From an optimization exercise on the open Yosys and OpenROAD flow, aimed at small area and a short achievable clock period; shortcuts taken in it are not production practice.
The RTL was checked by simulation tests, not by an equivalence proof against the original design.
Power and IR drop assume default switching activity.

`flow/config.mk`:
```
export PLATFORM = sky130hd
export DESIGN_NAME = apb_acc_top
export DESIGN_NICKNAME = apb_acc_top
export VERILOG_FILES = /design/flow/design.v
export SDC_FILE = /design/flow/constraint.sdc
export NUM_CORES = 4
export LEC_CHECK = 0
export CAP_MARGIN = 20
export CORE_MARGIN = 2
export CORE_UTILIZATION = 40
export SLEW_MARGIN = 20
```
`flow/constraint.sdc`:
```
create_clock -name core_clock -period 7.0 [get_ports {i_clk}]
set_input_delay 1.4000 -clock core_clock [delete_from_list [all_inputs] [get_ports {i_clk}]]
set_output_delay 1.4000 -clock core_clock [all_outputs]
set_load 0.01 [all_outputs]
```
`flow/design.v`:
```
`timescale 1ns/100ps
`default_nettype none
module apb_regs #(
  parameter int NTAPS = 8,
  parameter int IW    = 12,
  parameter int OW    = 31
) (
  input  wire logic                  i_clk,
  input  wire logic                  i_reset,
  input  wire logic [11:0]           i_paddr,
  input  wire logic [31:0]           i_pwdata,
  input  wire logic                  i_pwrite,
  input  wire logic                  i_psel,
  input  wire logic                  i_penable,
  output logic      [31:0]           o_prdata,
  output logic      [NTAPS*IW-1:0]   o_taps,
  output logic      [$clog2(NTAPS+1)-1:0] o_ntaps,
  output logic      [IW-1:0]         o_sample,
  output logic                       o_sample_stb,
  output logic                       o_filter_clear,
  output logic                       o_pop,
  output logic                       o_fifo_clear,
  output logic                       o_fifo_en,
  input  wire logic [OW-1:0]         i_head,
  input  wire logic                  i_empty,
  input  wire logic                  i_full,
  input  wire logic                  i_overflow
);
  localparam int AW = 12;
  localparam int DW = 32;
  localparam int NW = $clog2(NTAPS + 1);
  localparam logic [9:0] REG_ACC_IN  = 10'd1;
  localparam logic [9:0] REG_ACC_OUT = 10'd2;
  localparam logic [9:0] REG_CONFIG  = 10'd3;
  localparam logic [9:0] REG_STATUS  = 10'd5;
  localparam logic [9:0] REG_NTAPS   = 10'd6;
  localparam logic [9:0] REG_TAP_0   = 10'd7;
  localparam int CFG_FILTER_CLEAR = 0;
  localparam int CFG_FIFO_CLEAR   = 1;
  localparam int CFG_FIFO_EN      = 2;
  localparam int STAT_EMPTY    = 0;
  localparam int STAT_FULL     = 1;
  localparam int STAT_OVERFLOW = 2;
  localparam logic [DW-1:0] READ_UNMAPPED = '1;
  logic [2:0]           cfg_q;
  logic [NW-1:0]        ntaps_q;
  logic [NTAPS*IW-1:0]  tap_q;
  logic [AW-3:0]        word_idx;
  logic                 wr_acc;
  logic                 rd_acc;
  logic                 ntaps_ok;
  assign word_idx = i_paddr[AW-1:2];
  assign wr_acc = i_psel & i_penable & i_pwrite;
  assign rd_acc = i_psel & i_penable & ~i_pwrite;
  assign ntaps_ok = (i_pwdata >= DW'(1)) && (i_pwdata <= DW'(NTAPS));
  always_ff @(posedge i_clk or posedge i_reset)
  begin
    if (i_reset)
    begin
      cfg_q   <= '0;
      ntaps_q <= NW'(NTAPS);
      tap_q   <= '0;
    end
    else if (wr_acc)
    begin
      case (word_idx)
        REG_CONFIG:
        begin
          cfg_q[CFG_FILTER_CLEAR] <= i_pwdata[CFG_FILTER_CLEAR];
          cfg_q[CFG_FIFO_CLEAR]   <= i_pwdata[CFG_FIFO_CLEAR];
          cfg_q[CFG_FIFO_EN]      <= i_pwdata[CFG_FIFO_EN];
        end
        REG_NTAPS:
        begin
          if (ntaps_ok)
            ntaps_q <= i_pwdata[NW-1:0];
        end
        default:
        begin
          for (int k = 0; k < NTAPS; k++)
            if (word_idx == REG_TAP_0 + 10'(k))
              tap_q[k*IW +: IW] <= i_pwdata[IW-1:0];
        end
      endcase
    end
  end
  assign o_taps         = tap_q;
  assign o_ntaps        = ntaps_q;
  assign o_sample       = i_pwdata[IW-1:0];
  assign o_sample_stb   = wr_acc && (word_idx == REG_ACC_IN);
  assign o_filter_clear = cfg_q[CFG_FILTER_CLEAR];
  assign o_pop        = rd_acc && (word_idx == REG_ACC_OUT);
  assign o_fifo_clear = cfg_q[CFG_FIFO_CLEAR];
  assign o_fifo_en    = cfg_q[CFG_FIFO_EN];
  always_comb
  begin
    o_prdata = READ_UNMAPPED;
    case (word_idx)
      REG_ACC_OUT:
        o_prdata = DW'($signed(i_head));
      REG_CONFIG:
        o_prdata = DW'(cfg_q);
      REG_STATUS:
      begin
        o_prdata = '0;
        o_prdata[STAT_EMPTY]    = i_empty;
        o_prdata[STAT_FULL]     = i_full;
        o_prdata[STAT_OVERFLOW] = i_overflow;
      end
      REG_NTAPS:
        o_prdata = DW'(ntaps_q);
      default:
      begin
        for (int k = 0; k < NTAPS; k++)
          if (word_idx == REG_TAP_0 + 10'(k))
            o_prdata = DW'($signed(tap_q[k*IW +: IW]));
      end
    endcase
  end
endmodule
`default_nettype wire
`timescale 1ns/100ps
`default_nettype none
module fir_filter #(
  parameter int NTAPS = 8,
  parameter int IW    = 12
) (
  input  wire logic                        i_clk,
  input  wire logic                        i_reset,
  input  wire logic [NTAPS*IW-1:0]         i_taps,
  input  wire logic [$clog2(NTAPS+1)-1:0]  i_ntaps,
  input  wire logic [IW-1:0]               i_sample,
  input  wire logic                        i_sample_stb,
  input  wire logic                        i_filter_clear,
  output logic                             o_push,
  output logic      [2*IW+6:0]             o_data
);
  localparam int PW = 2 * IW;
  localparam int OW = 2 * IW + 7;
  logic signed [IW-1:0] dly   [NTAPS];
  logic signed [IW-1:0] x_in  [NTAPS];
  logic signed [PW-1:0] prod  [NTAPS];
  logic signed [OW-1:0] sum_d;
  logic signed [OW-1:0] sum_q;
  logic [1:0]           vld;
  always_comb
  begin
    x_in[0] = i_sample;
    for (int k = 1; k < NTAPS; k++)
      x_in[k] = dly[k-1];
  end
  always_ff @(posedge i_clk or posedge i_reset)
  begin
    if (i_reset)
    begin
      vld <= '0;
      for (int k = 0; k < NTAPS; k++)
        dly[k] <= '0;
    end
    else if (i_filter_clear)
    begin
      vld <= '0;
      for (int k = 0; k < NTAPS; k++)
        dly[k] <= '0;
    end
    else
    begin
      vld <= {vld[0], i_sample_stb};
      if (i_sample_stb)
        for (int k = 0; k < NTAPS; k++)
          dly[k] <= x_in[k];
    end
  end
  always_ff @(posedge i_clk)
  begin
    if (i_sample_stb)
    begin
      for (int k = 0; k < NTAPS; k++)
      begin
        if (k < i_ntaps)
          prod[k] <= $signed(i_taps[k*IW +: IW]) * x_in[k];
        else
          prod[k] <= '0;
      end
    end
  end
  always_comb
  begin
    sum_d = '0;
    for (int k = 0; k < NTAPS; k++)
      sum_d = sum_d + OW'(prod[k]);
  end
  always_ff @(posedge i_clk)
  begin
    if (vld[0])
      sum_q <= sum_d;
  end
  assign o_push = vld[1];
  assign o_data = sum_q;
endmodule
`default_nettype wire
`timescale 1ns/100ps
`default_nettype none
module result_fifo #(
  parameter int DEPTH = 16,
  parameter int WIDTH = 31
) (
  input  wire logic             i_clk,
  input  wire logic             i_reset,
  input  wire logic             i_push,
  input  wire logic [WIDTH-1:0] i_data,
  input  wire logic             i_pop,
  input  wire logic             i_clear,
  input  wire logic             i_en,
  output logic      [WIDTH-1:0] o_head,
  output logic                  o_empty,
  output logic                  o_full,
  output logic                  o_overflow
);
  localparam int AW = $clog2(DEPTH);
  logic [WIDTH-1:0] mem [DEPTH];
  logic [AW-1:0]    wr_ptr;
  logic [AW-1:0]    rd_ptr;
  logic [AW:0]      count;
  logic             overflow_q;
  logic             do_push;
  logic             do_pop;
  assign o_empty    = (count == '0);
  assign o_full     = (count == (AW+1)'(DEPTH));
  assign o_overflow = overflow_q;
  assign o_head     = o_empty ? '0 : mem[rd_ptr];
  assign do_push = i_push & i_en & ~o_full & ~i_clear;
  assign do_pop  = i_pop & ~o_empty & ~i_clear;
  always_ff @(posedge i_clk or posedge i_reset)
  begin
    if (i_reset)
    begin
      wr_ptr     <= '0;
      rd_ptr     <= '0;
      count      <= '0;
      overflow_q <= 1'b0;
    end
    else if (i_clear)
    begin
      wr_ptr     <= '0;
      rd_ptr     <= '0;
      count      <= '0;
      overflow_q <= 1'b0;
    end
    else
    begin
      if (do_push)
        wr_ptr <= (wr_ptr == AW'(DEPTH - 1)) ? '0 : wr_ptr + 1'b1;
      if (do_pop)
        rd_ptr <= (rd_ptr == AW'(DEPTH - 1)) ? '0 : rd_ptr + 1'b1;
      count <= count + (AW+1)'(do_push) - (AW+1)'(do_pop);
      if (i_push && i_en && o_full)
        overflow_q <= 1'b1;
    end
  end
  always_ff @(posedge i_clk)
  begin
    if (do_push)
      mem[wr_ptr] <= i_data;
  end
endmodule
`default_nettype wire
`timescale 1ns/100ps
`default_nettype none
module apb_acc_top #(
  parameter int NTAPS      = 8,
  parameter int IW         = 12,
  parameter int FIFO_DEPTH = 16
) (
  input  wire logic         i_clk,
  input  wire logic         i_reset,
  input  wire logic [11:0]  i_paddr,
  input  wire logic [31:0]  i_pwdata,
  input  wire logic         i_pwrite,
  input  wire logic         i_psel,
  input  wire logic         i_penable,
  output logic      [31:0]  o_prdata,
  output logic              o_pready,
  output logic              o_pslverr
);
  localparam int OW = 2 * IW + 7;
  localparam int NW = $clog2(NTAPS + 1);
  logic [NTAPS*IW-1:0] taps;
  logic [NW-1:0]       ntaps;
  logic [IW-1:0]       sample;
  logic                sample_stb;
  logic                filter_clear;
  logic                push;
  logic [OW-1:0]       data;
  logic                pop;
  logic                fifo_clear;
  logic                fifo_en;
  logic [OW-1:0]       head;
  logic                empty;
  logic                full;
  logic                overflow;
  assign o_pready  = 1'b1;
  assign o_pslverr = 1'b0;
  apb_regs #(
    .NTAPS (NTAPS),
    .IW    (IW),
    .OW    (OW)
  ) u_regs (
    .i_clk          (i_clk),
    .i_reset        (i_reset),
    .i_paddr        (i_paddr),
    .i_pwdata       (i_pwdata),
    .i_pwrite       (i_pwrite),
    .i_psel         (i_psel),
    .i_penable      (i_penable),
    .o_prdata       (o_prdata),
    .o_taps         (taps),
    .o_ntaps        (ntaps),
    .o_sample       (sample),
    .o_sample_stb   (sample_stb),
    .o_filter_clear (filter_clear),
    .o_pop          (pop),
    .o_fifo_clear   (fifo_clear),
    .o_fifo_en      (fifo_en),
    .i_head         (head),
    .i_empty        (empty),
    .i_full         (full),
    .i_overflow     (overflow)
  );
  fir_filter #(
    .NTAPS (NTAPS),
    .IW    (IW)
  ) u_filter (
    .i_clk          (i_clk),
    .i_reset        (i_reset),
    .i_taps         (taps),
    .i_ntaps        (ntaps),
    .i_sample       (sample),
    .i_sample_stb   (sample_stb),
    .i_filter_clear (filter_clear),
    .o_push         (push),
    .o_data         (data)
  );
  result_fifo #(
    .DEPTH (FIFO_DEPTH),
    .WIDTH (OW)
  ) u_fifo (
    .i_clk      (i_clk),
    .i_reset    (i_reset),
    .i_push     (push),
    .i_data     (data),
    .i_pop      (pop),
    .i_clear    (fifo_clear),
    .i_en       (fifo_en),
    .o_head     (head),
    .o_empty    (empty),
    .o_full     (full),
    .o_overflow (overflow)
  );
endmodule
`default_nettype wire
```
`flow/run.sh`:
```
#!/bin/bash
# synth_recipe.tcl (not shown) runs the flow's synth.tcl, then flattens the netlist and writes it again
# the make line also repeats each setting of config.mk as NAME=value (left out here)
make -C /OpenROAD-flow-scripts/flow DESIGN_CONFIG=/design/flow/config.mk WORK_HOME=/design/flow/orfs CLKGATE_MAP_FILE= SYNTH_SCRIPT=/design/flow/synth_recipe.tcl finish
```
==> out/metrics.csv <==
metric,value,unit
skew final,0.0504,ns
cells after synthesis,7439,
vias in the first global route,57210,
H-Tree Depth,3,
CTS max path bufs,3,
Hold Fails Final Rpt,0,
initial core utilization,40.3,%
final net count,9246,
Detailed Route Iter0 Violations,4257,
summed instance area of the synthesized netlist,83800,sq um
flop2flop setup slack,0.29,ns
Worst Setup Path Type,in2out,
Top delay family on crit path,simple AND/OR/NAND/NOR gates,
final total negative setup slack,0,ns
clock root buffer,clkbuf_16,
number of buffer cells added on primary ports,78,
DIE AREA,213000,sq um
area of the core,208000,sq um
"Top FF cell, synth",edfxtp_1,
number of nets produced by synthesis,9193,
Area Overhead vs Synth,9.86,%
crit end category,output pin,
Filler Cells Inserted,19252,
number of antenna violations at the first check in global routing,9,
Slew HR,27.8,%
layout cell share with drive strength beyond 1,9.13,%
syn_area_per_cell,11.3,sq um
Total GRT Usage,21.2,%
worst-skew pair later-pin latency,0.75,ns
IO Pins,83,
CTS tree,yes,
dpl hpwl,167000,um
portion of the post-synthesis area used by sequential elements,31.8,%
gpl congestion,0.910,
total of hold buffers inserted after clock tree synthesis,0,
Worst Setup EP,o_prdata[6],
routed length per instance,21.3,um
Ys Warns,6,
number of enable flip-flop cells after synthesis,719,
DRC viols,0,
placed instance count,10179,
count of buffer and inverter cells on the critical path,3,
total power,0.0117,W
number of optimization iterations in the first detailed-route pass,8,
Tightest Pin Transition,1.08,ns
total wire length after detailed routing,221000,um
leftover overflow at the end of global routing,0,
clock transition at the register clock pins on the worst setup and hold paths after CTS,0.06,ns
Final Setup Violations,0,
delay contributed by the slowest stage of the critical path,0.76,ns
final core utilization,44.3,%
horizontal die dimension,462,um
number of cell instances on the worst register-to-register path,25,
largest net degree at the start of global routing,122,
power per unit of standard cell area,127,nW/um^2
static leakage,38.2,nW
Die Y,462,um
data arrival at the endpoint of the critical path,5.35,ns
R2R Path End,u_filter.sum_q[28],
synthesis-stage register bit count,922,
beginning of the worst register-to-register path,u_filter.prod[2][2],
most repeated library cell on the critical path,clkdlybuf4s50_1,
Top Metal Used,met5,
via/cell ratio,5.23,
maximum clock frequency,148,MHz
# rows,167,
RSZ-0062 raised after global routing,false,
status,timing/DRC/antenna clean,
global-route wire length before repair,344000,um
"Max stage delay cell, worst path",or4_1,
critical path cell sequence,"clkdlybuf4s50_1, nor4_4, nand2_1, or4_1, o22ai_1, nor2_1, o21ai_0, a31oi_1, a221o_1, buf_4, clkdlybuf4s50_1",
maximum net fanout on the critical path,13,
path length in cells of the critical path,11,
routed wl met2,103000,um
via count,54140,
max-slew violation count,0,
number of max-capacitance violations reported,0,
post-detailed-route count of antenna-violating nets,0,
Num CTS Buffers,99,
CP Launch Point,i_paddr[7],
Worst Path Required,5.60,ns
post-synth cell types,78,
Non-Filler Instances,10361,
Async SR Flop Fraction,22.0,%
minimum clock period,6.75,ns
peak supply drop,0.000235,V
amount of wire on met3 after detailed routing,14300,um
period utilisation layout,96.4,%
Hold Crit Class,reg2reg,
launching element type of the critical path,input port,
total routed wire length on the met1 layer,94800,um
clock sink count,922,
[routing by layer]
metal | track usage [%] | vias to the layer above
met5 | 0 | -
li1 | - | 23857
met2 | 34.0 | 1620
met4 | 7.67 | 6
met3 | 3.05 | 330
met1 | 29.5 | 28327
[cells by family (layout without fill, tap and decap cells)]
logic type / after synthesis / count (layout) / share of synthesized area, %
DFF: 922 / 922 / 31.8
buffers and inverters: 1686 / 1818 / 7.61
xor gates and xnor gates: 213 / 213 / 2.23
adders and majority gates: 1705 / 1705 / 36.5
AOI/OAI and AO/OA: 622 / 622 / 4.64
and+or+nand+nor: 2030 / 2030 / 11.6
muxes: 259 / 259 / 5.56
other: 2 / 4 / 0.00896
[state kept, by name (all words and copies together) (netlist names)]
name and flops:
u_filter.dly 84, u_fifo.count 5, u_filter.sum_q 31, u_regs.ntaps_q 4, u_regs.tap_q 96, u_fifo.rd_ptr 4
u_regs.cfg_q 3, u_filter.prod 192, u_fifo.wr_ptr 4, u_fifo.overflow_q 1, u_filter.vld 2, u_fifo.mem 496
[synth_stat cells, types with 15 or more instances]
cell,instances,area share (%)
nand3_1,56,0.33
a21o_1,43,0.39
nand2b_1,120,0.90
mux2_2,97,1.3
nor3_1,61,0.36
nor2_1,228,1.0
or3_1,24,0.18
dfrtp_1,202,6.0
xnor2_1,136,1.4
and2_1,438,3.3
mux4_2,155,4.2
nor2b_1,64,0.48
o211ai_1,16,0.14
fa_1,1234,29
buf_1,19,0.085
and3_1,28,0.21
clkbuf_1,289,1.3
a21oi_1,220,1.3
inv_1,1357,6.1
nor4_1,19,0.14
a31oi_1,22,0.16
o21a_1,31,0.28
xor2_1,77,0.81
o22ai_1,15,0.11
o21ai_0,124,0.74
ha_1,471,7.0
nand2_1,944,4.2
a22oi_1,18,0.16
edfxtp_1,719,26
a211oi_1,32,0.29
[timing repair]
action / 4_1_cts / 5_1_grt
buffers inserted: 0 / 0
resized for setup: 0 / 21
setup endpoints to repair: 0 / 9
[area by class of cell]
type                    count  area (sq um)  share of cell area (%)
clock inverters            69           847                   0.920
multi-input cells        4831         51000                    55.4
repair buffers            281          2350                    2.56
inverters                1357          5100                    5.54
well taps                2788          3490                    3.79
diodes                      2          5.00                 0.00544
flip-flops and latches    922         26700                    29.0
clock buffers             111          2530                    2.75
[cells in the final DEF (no fill, tap or decap), types with 9 or more instances in the layout]
cell type        synthesis  layout
o31a_1                  13      13
o21a_1                  31      31
nand3_1                 56      56
buf_4                    6     203
mux2_2                  97      97
or3_1                   24      24
bufinv_16                0      11
xor2_1                  77      77
clkinv_1                 0      11
and2_1                 438     438
a31oi_1                 22      20
mux4_2                 155     155
a211oi_1                32      32
a22oi_1                 18      18
nor2_4                   0      12
a21o_1                  43      43
nor3_1                  61      55
dfrtp_1                202     197
o31ai_1                 13      11
or2_2                    9       9
nor2_1                 228     211
ha_1                   471     469
xnor2_1                136     136
nor2b_1                 64      62
o21ai_0                124     121
and3_1                  28      28
inv_6                    0      12
edfxtp_1               719     719
o211ai_1                16      16
clkbuf_16                0      99
nand2b_1               120     120
nor4_1                  19      14
a21oi_1                220     217
inv_1                 1357    1356
clkbuf_1               289      11
o22ai_1                 15      15
nand2_1                944     944
clkinv_2                 0      14
fa_1                  1234    1232
clkdlybuf4s50_1          0      73
[through the flow]
stage          worst slack (ns)  hold WS (ns)  instance area [sq um]
5_1_grt                  0.0387         0.556                  92000
4_1_cts                  0.0145         0.508                  91900
3_5_place_dp             -0.184         0.491                  88500
3_3_place_gp             -0.136         0.488                  88500
2_1_floorplan             -1.53         0.463                  83800
6_report                  0.255         0.499                  92000
[worst min-delay path by stage]
stage                                  from                 to  slack [ns]  cells past startpoint
final                       u_filter.vld[0]    u_filter.vld[1]        0.50                      1
after floorplan           u_fifo.overflow_q  u_fifo.overflow_q        0.46                      2
after global placement      u_filter.vld[0]    u_filter.vld[1]        0.49                      1
after global routing        u_filter.vld[0]    u_filter.vld[1]        0.56                      1
after detailed placement    u_filter.vld[0]    u_filter.vld[1]        0.49                      1
after CTS                   u_filter.vld[0]    u_filter.vld[1]        0.51                      1
[where the power goes]
| part | total, W | internal, W | switching (W) | leakage, nW |
|---|---|---|---|---|
| Combinational | 0.000299 | 0.000120 | 0.000179 | 26.7 |
| Sequential | 0.00587 | 0.00585 | 0.0000244 | 9.87 |
| Clock | 0.00550 | 0.00307 | 0.00243 | 1.63 |

## separate check: timing with driven ports
How much do the figures lean on ideal ports? The routed layout below was timed once more, with nothing changed but the port constraints.
Step 1, drivers: a clkbuf_16 drives i_clk and a buf_2 each remaining input, both assumed.
Step 2 times the ports against the registers' clock, not the clock port: input delays grow and output delays shrink by t, the midpoint of the rising clock arrivals with the driver on.
Slacks: ideal ports / drivers / drivers and shift; pairs: ideal ports / drivers.
shift t [ns]: 0.819
slack for setup (ns): 0.255 / 0.233 / -0.207
worst slew at a driven data input, ns: 0.12
Met with ideal ports but missed after step 2: setup timing in this run. The setup slack of this run moves by -0.022 ns with the drivers and by -0.462 ns with both steps.
